This is an optimization exercise on Yosys and OpenROAD, whose aim is small area, not a production implementation.
The RTL was checked by simulation tests, not by an equivalence proof against the original design.
No activity file was given, so power comes from the tool's default toggle rates.

== S ==
==> flow/design.v <==
module etapa_id_segmentada #(
    parameter int ANCHO_DATO      = 32,
    parameter int NUM_REGS        = 32,
    parameter bit HABILITA_BYPASS = 1'b1
) (
    input  logic                  clk,
    input  logic                  rst,
    input  logic [31:0]           instruccion_if,
    input  logic [31:0]           pc_plus4_if,
    input  logic                  valido_if,
    input  logic                  wb_escribir,
    input  logic [4:0]            wb_rd,
    input  logic [ANCHO_DATO-1:0] wb_dato,
    input  logic                  ex_mem_leer_in,
    input  logic [4:0]            ex_rt_in,
    input  logic                  flush,
    output logic                  stall_if,
    output logic                  salto_id,
    output logic [31:0]           dir_salto,
    output logic                  ex_valido,
    output logic                  ex_reg_escribir,
    output logic                  ex_mem_leer,
    output logic                  ex_mem_escribir,
    output logic                  ex_mem_a_reg,
    output logic                  ex_alu_fuente,
    output logic                  ex_branch,
    output logic [1:0]            ex_alu_op,
    output logic [ANCHO_DATO-1:0] ex_dr1,
    output logic [ANCHO_DATO-1:0] ex_dr2,
    output logic [ANCHO_DATO-1:0] ex_ext,
    output logic [4:0]            ex_rs,
    output logic [4:0]            ex_rt,
    output logic [4:0]            ex_rd_dest,
    output logic [5:0]            ex_funct,
    output logic [31:0]           ex_pc_plus4,
    output logic                  ex_ilegal
);
    localparam logic [5:0] OP_R    = 6'b000000;
    localparam logic [5:0] OP_LW   = 6'b100011;
    localparam logic [5:0] OP_SW   = 6'b101011;
    localparam logic [5:0] OP_BEQ  = 6'b000100;
    localparam logic [5:0] OP_ADDI = 6'b001000;
    localparam logic [5:0] OP_J    = 6'b000010;
    localparam logic [2:0] C_BUB  = 3'd0;
    localparam logic [2:0] C_R    = 3'd1;
    localparam logic [2:0] C_LW   = 3'd2;
    localparam logic [2:0] C_SW   = 3'd3;
    localparam logic [2:0] C_BEQ  = 3'd4;
    localparam logic [2:0] C_ADDI = 3'd5;
    localparam logic [2:0] C_J    = 3'd6;
    localparam logic [2:0] C_ILL  = 3'd7;
    logic [5:0] opcode;
    logic [4:0] rs_f;
    logic [4:0] rt_f;
    assign opcode = instruccion_if[31:26];
    assign rs_f   = instruccion_if[25:21];
    assign rt_f   = instruccion_if[20:16];
    logic lee_rt;
    logic carga_pendiente;
    logic acepta;
    assign lee_rt          = (opcode == OP_R) || (opcode == OP_SW) || (opcode == OP_BEQ);
    assign carga_pendiente = ex_mem_leer_in && (ex_rt_in != 5'd0) &&
                             ((ex_rt_in == rs_f) || ((ex_rt_in == rt_f) && lee_rt));
    assign stall_if        = valido_if && !flush && carga_pendiente;
    assign salto_id        = valido_if && (opcode == OP_J) && !flush && !stall_if && !rst;
    assign dir_salto       = {pc_plus4_if[31:28], instruccion_if[25:0], 2'b00};
    assign acepta = valido_if && !flush && !carga_pendiente && !rst;
    logic [31:0] we;        
    logic [31:0] we_n;
    logic [31:1] valido_r;  
    logic [31:0] q [1:31];
    assign we[0]   = 1'b0;
    assign we_n[0] = 1'b1;
    for (genvar i = 1; i < 32; i++) begin : g_reg
        assign we[i]   = wb_escribir && (wb_rd == 5'(i));
        assign we_n[i] = !(wb_escribir && (wb_rd == 5'(i)));
        always_ff @(posedge clk) begin
            if (rst) valido_r[i] <= 1'b0;
            else if (we[i]) valido_r[i] <= 1'b1;
        end
        logic [31:0] q_sig;
        for (genvar b = 0; b < 32; b++) begin : g_bit
            id_celda_escritura u_c (.a(we[i]), .d(wb_dato[b]), .b(we_n[i]), .q(q[i][b]), .o(q_sig[b]));
        end
        always_ff @(posedge clk) begin
            q[i] <= q_sig;
        end
    end
    logic [31:0] sel1, sel2;
    logic [31:0] dr1, dr2;
    logic [4:0]  rs_q, rt_q;
    always_comb begin
        sel1[0] = 1'b0;
        sel2[0] = 1'b0;
        for (int i = 1; i < 32; i++) begin
            sel1[i] = (rs_q == 5'(i)) && valido_r[i];
            sel2[i] = (rt_q == 5'(i)) && valido_r[i];
        end
    end
    logic [31:0] src [33];
    always_comb begin
        src[0] = '0;
        for (int i = 1; i < 32; i++) src[i] = q[i];
        src[32] = '0;
    end
    logic [31:0] n1 [10];
    logic [31:0] n2 [10];
    for (genvar g = 0; g < 10; g++) begin : g_grp
        for (genvar b = 0; b < 32; b++) begin : g_bit
            id_aoi222 u_a1 (.a0(sel1[3*g+1]), .d0(src[3*g+1][b]), .a1(sel1[3*g+2]), .d1(src[3*g+2][b]),
                            .a2(sel1[3*g+3]), .d2(src[3*g+3][b]), .y(n1[g][b]));
            id_aoi222 u_a2 (.a0(sel2[3*g+1]), .d0(src[3*g+1][b]), .a1(sel2[3*g+2]), .d1(src[3*g+2][b]),
                            .a2(sel2[3*g+3]), .d2(src[3*g+3][b]), .y(n2[g][b]));
        end
    end
    always_comb begin
        dr1 = ~({32{sel1[31]}} & q[31]);
        dr2 = ~({32{sel2[31]}} & q[31]);
        for (int g = 0; g < 10; g++) begin
            dr1 = dr1 & n1[g];
            dr2 = dr2 & n2[g];
        end
        dr1 = ~dr1;
        dr2 = ~dr2;
    end
    logic [2:0] clase;
    always_comb begin
        case (opcode)
            OP_R:    clase = C_R;
            OP_LW:   clase = C_LW;
            OP_SW:   clase = C_SW;
            OP_BEQ:  clase = C_BEQ;
            OP_ADDI: clase = C_ADDI;
            OP_J:    clase = C_J;
            default: clase = C_ILL;
        endcase
    end
    logic [2:0]  clase_q;
    logic [15:0] imm_q;
    logic [31:0] pc_q;
    always_ff @(posedge clk) begin
        clase_q <= acepta ? clase : C_BUB;
        imm_q   <= acepta ? instruccion_if[15:0] : 16'd0;
        rs_q    <= acepta ? rs_f : 5'd0;
        rt_q    <= acepta ? rt_f : 5'd0;
        pc_q    <= acepta ? pc_plus4_if : 32'd0;
    end
    always_comb begin
        ex_valido       = 1'b1;
        ex_reg_escribir = 1'b0;
        ex_mem_leer     = 1'b0;
        ex_mem_escribir = 1'b0;
        ex_mem_a_reg    = 1'b0;
        ex_alu_fuente   = 1'b0;
        ex_branch       = 1'b0;
        ex_alu_op       = 2'b00;
        ex_ilegal       = 1'b0;
        ex_rd_dest      = 5'd0;
        case (clase_q)
            C_BUB:  ex_valido = 1'b0;
            C_R: begin
                ex_rd_dest      = imm_q[15:11];
                ex_reg_escribir = 1'b1;
                ex_alu_op       = 2'b10;
            end
            C_LW: begin
                ex_rd_dest      = rt_q;
                ex_reg_escribir = 1'b1;
                ex_mem_leer     = 1'b1;
                ex_mem_a_reg    = 1'b1;
                ex_alu_fuente   = 1'b1;
            end
            C_SW: begin
                ex_mem_escribir = 1'b1;
                ex_alu_fuente   = 1'b1;
            end
            C_BEQ: begin
                ex_branch = 1'b1;
                ex_alu_op = 2'b01;
            end
            C_ADDI: begin
                ex_rd_dest      = rt_q;
                ex_reg_escribir = 1'b1;
                ex_alu_fuente   = 1'b1;
            end
            C_J: ;
            default: ex_ilegal = 1'b1;
        endcase
    end
    assign ex_dr1      = dr1;
    assign ex_dr2      = dr2;
    assign ex_ext      = {{16{imm_q[15]}}, imm_q};
    assign ex_rs       = rs_q;
    assign ex_rt       = rt_q;
    assign ex_funct    = imm_q[5:0];
    assign ex_pc_plus4 = pc_q;
endmodule
module id_celda_escritura (
    input  logic a,
    input  logic d,
    input  logic b,
    input  logic q,
    output logic o
);
    assign o = (a & d) | (b & q);
endmodule
module id_aoi222 (
    input  logic a0, d0,
    input  logic a1, d1,
    input  logic a2, d2,
    output logic y
);
    assign y = ~((a0 & d0) | (a1 & d1) | (a2 & d2));
endmodule
export LEC_CHECK = 0
export CAP_MARGIN = 20
export CORE_MARGIN = 2
export CORE_UTILIZATION = 45
export PLACE_DENSITY = 0.6
export SLEW_MARGIN = 20
export SYNTH_HIERARCHICAL = 1
export BUFFER_PORTS_ARGS = -buffer_cell sky130_fd_sc_hd__buf_1
export CTS_ARGS = -sink_clustering_enable -repair_clock_nets -dont_use_dummy_load -sink_clustering_size 26 -sink_clustering_max_diameter 90
create_clock -name core_clock -period 6.0 [get_ports {clk}]
standard.sh (not shown) runs the stock make flow with config.mk's settings and CLKGATE_MAP_FILE= SYNTH_SCRIPT=/design/flow/synth_recipe.tcl, a recipe that flattens the netlist after the stock synthesis.
==> flow/flow/run.sh <==
#!/bin/bash
set -e
cp standard.sh standard_sh.copy.txt
cat >> "$FLOW_CONFIG" <<'EOC'
export BUFFER_PORTS_ARGS = -buffer_cell sky130_fd_sc_hd__buf_1
export CTS_ARGS = -sink_clustering_enable -repair_clock_nets -dont_use_dummy_load -sink_clustering_size 26 -sink_clustering_max_diameter 90
EOC
bash standard.sh > standard.log 2>&1
Setup changes, S to R
--- a/flow/design.v
+++ b/flow/design.v
@@ -137,14 +137,16 @@
     end
     logic [2:0]  clase_q;
     logic [15:0] imm_q;
     logic [31:0] pc_q;
+    logic [57:0] campos, campos_d;
+    assign campos = {instruccion_if[15:0], rs_f, rt_f, pc_plus4_if};
+    for (genvar b = 0; b < 58; b++) begin : g_burbuja
+        id_and2 u_b (.a(acepta), .b(campos[b]), .y(campos_d[b]));
+    end
     always_ff @(posedge clk) begin
         clase_q <= acepta ? clase : C_BUB;
-        imm_q   <= acepta ? instruccion_if[15:0] : 16'd0;
-        rs_q    <= acepta ? rs_f : 5'd0;
-        rt_q    <= acepta ? rt_f : 5'd0;
-        pc_q    <= acepta ? pc_plus4_if : 32'd0;
+        {imm_q, rs_q, rt_q, pc_q} <= campos_d;
     end
     always_comb begin
         ex_valido       = 1'b1;
         ex_reg_escribir = 1'b0;
@@ -211,4 +213,11 @@
     output logic y
 );
     assign y = ~((a0 & d0) | (a1 & d1) | (a2 & d2));
 endmodule
+module id_and2 (
+    input  logic a,
+    input  logic b,
+    output logic y
+);
+    assign y = a & b;
+endmodule
Findings:
Number of distinct library cell variants in the gate-level netlist after synthesis ends up lower on R.
~same clock-cell share of area in R and S
Compared with S, R has less setup slack.
Relative to S, the pin count of the biggest net entering global routing of R is lower by 33.
Synthesis-to-finish area growth, R and S, higher one = R.
In terms of share of the core filled with cells, S and R differ only marginally.
Measured against each other, R and S differ in share of the synthesized area in compound gates (AO/OA/AOI/OAI), the lower figure coming from S.
R vs S — cell-internal power dropped slightly
S ended up with rt_q[1] as its launching element of the worst setup path; R ended up with rt_q[4].
S has a lower via count than R.
[diff] switching component of the power, R relative to S: improvement
Final cell count for R: 116 down relative to S
According to the power report, total power for R is lower than for S.

==> separate check: timing with driven ports <==
In the flow no input, the clock included, has a driving cell. The finished layouts below were timed again as built, in two steps. Step 1, drivers: a clkbuf_16 drives clk and a buf_2 each remaining input, both assumed. Step 2, shift: input delay + t, output delay - t, t = (earliest + latest rising clock arrival at the registers) / 2. This alone moves slack from input paths to output paths. Three values: no drivers, after step 1, after step 2; two values: the first two.
run	shift t [ns]	slack for setup (ns)	hold slack, ns	worst setup path at the end
S	0.698	0.821 / 0.753 / 1.451	0.499 / 0.499 / 0.499	register to output
R	0.738	0.758 / 0.683 / 1.421	0.503 / 0.503 / 0.503	register to output
After both steps every run listed still meets setup and hold.
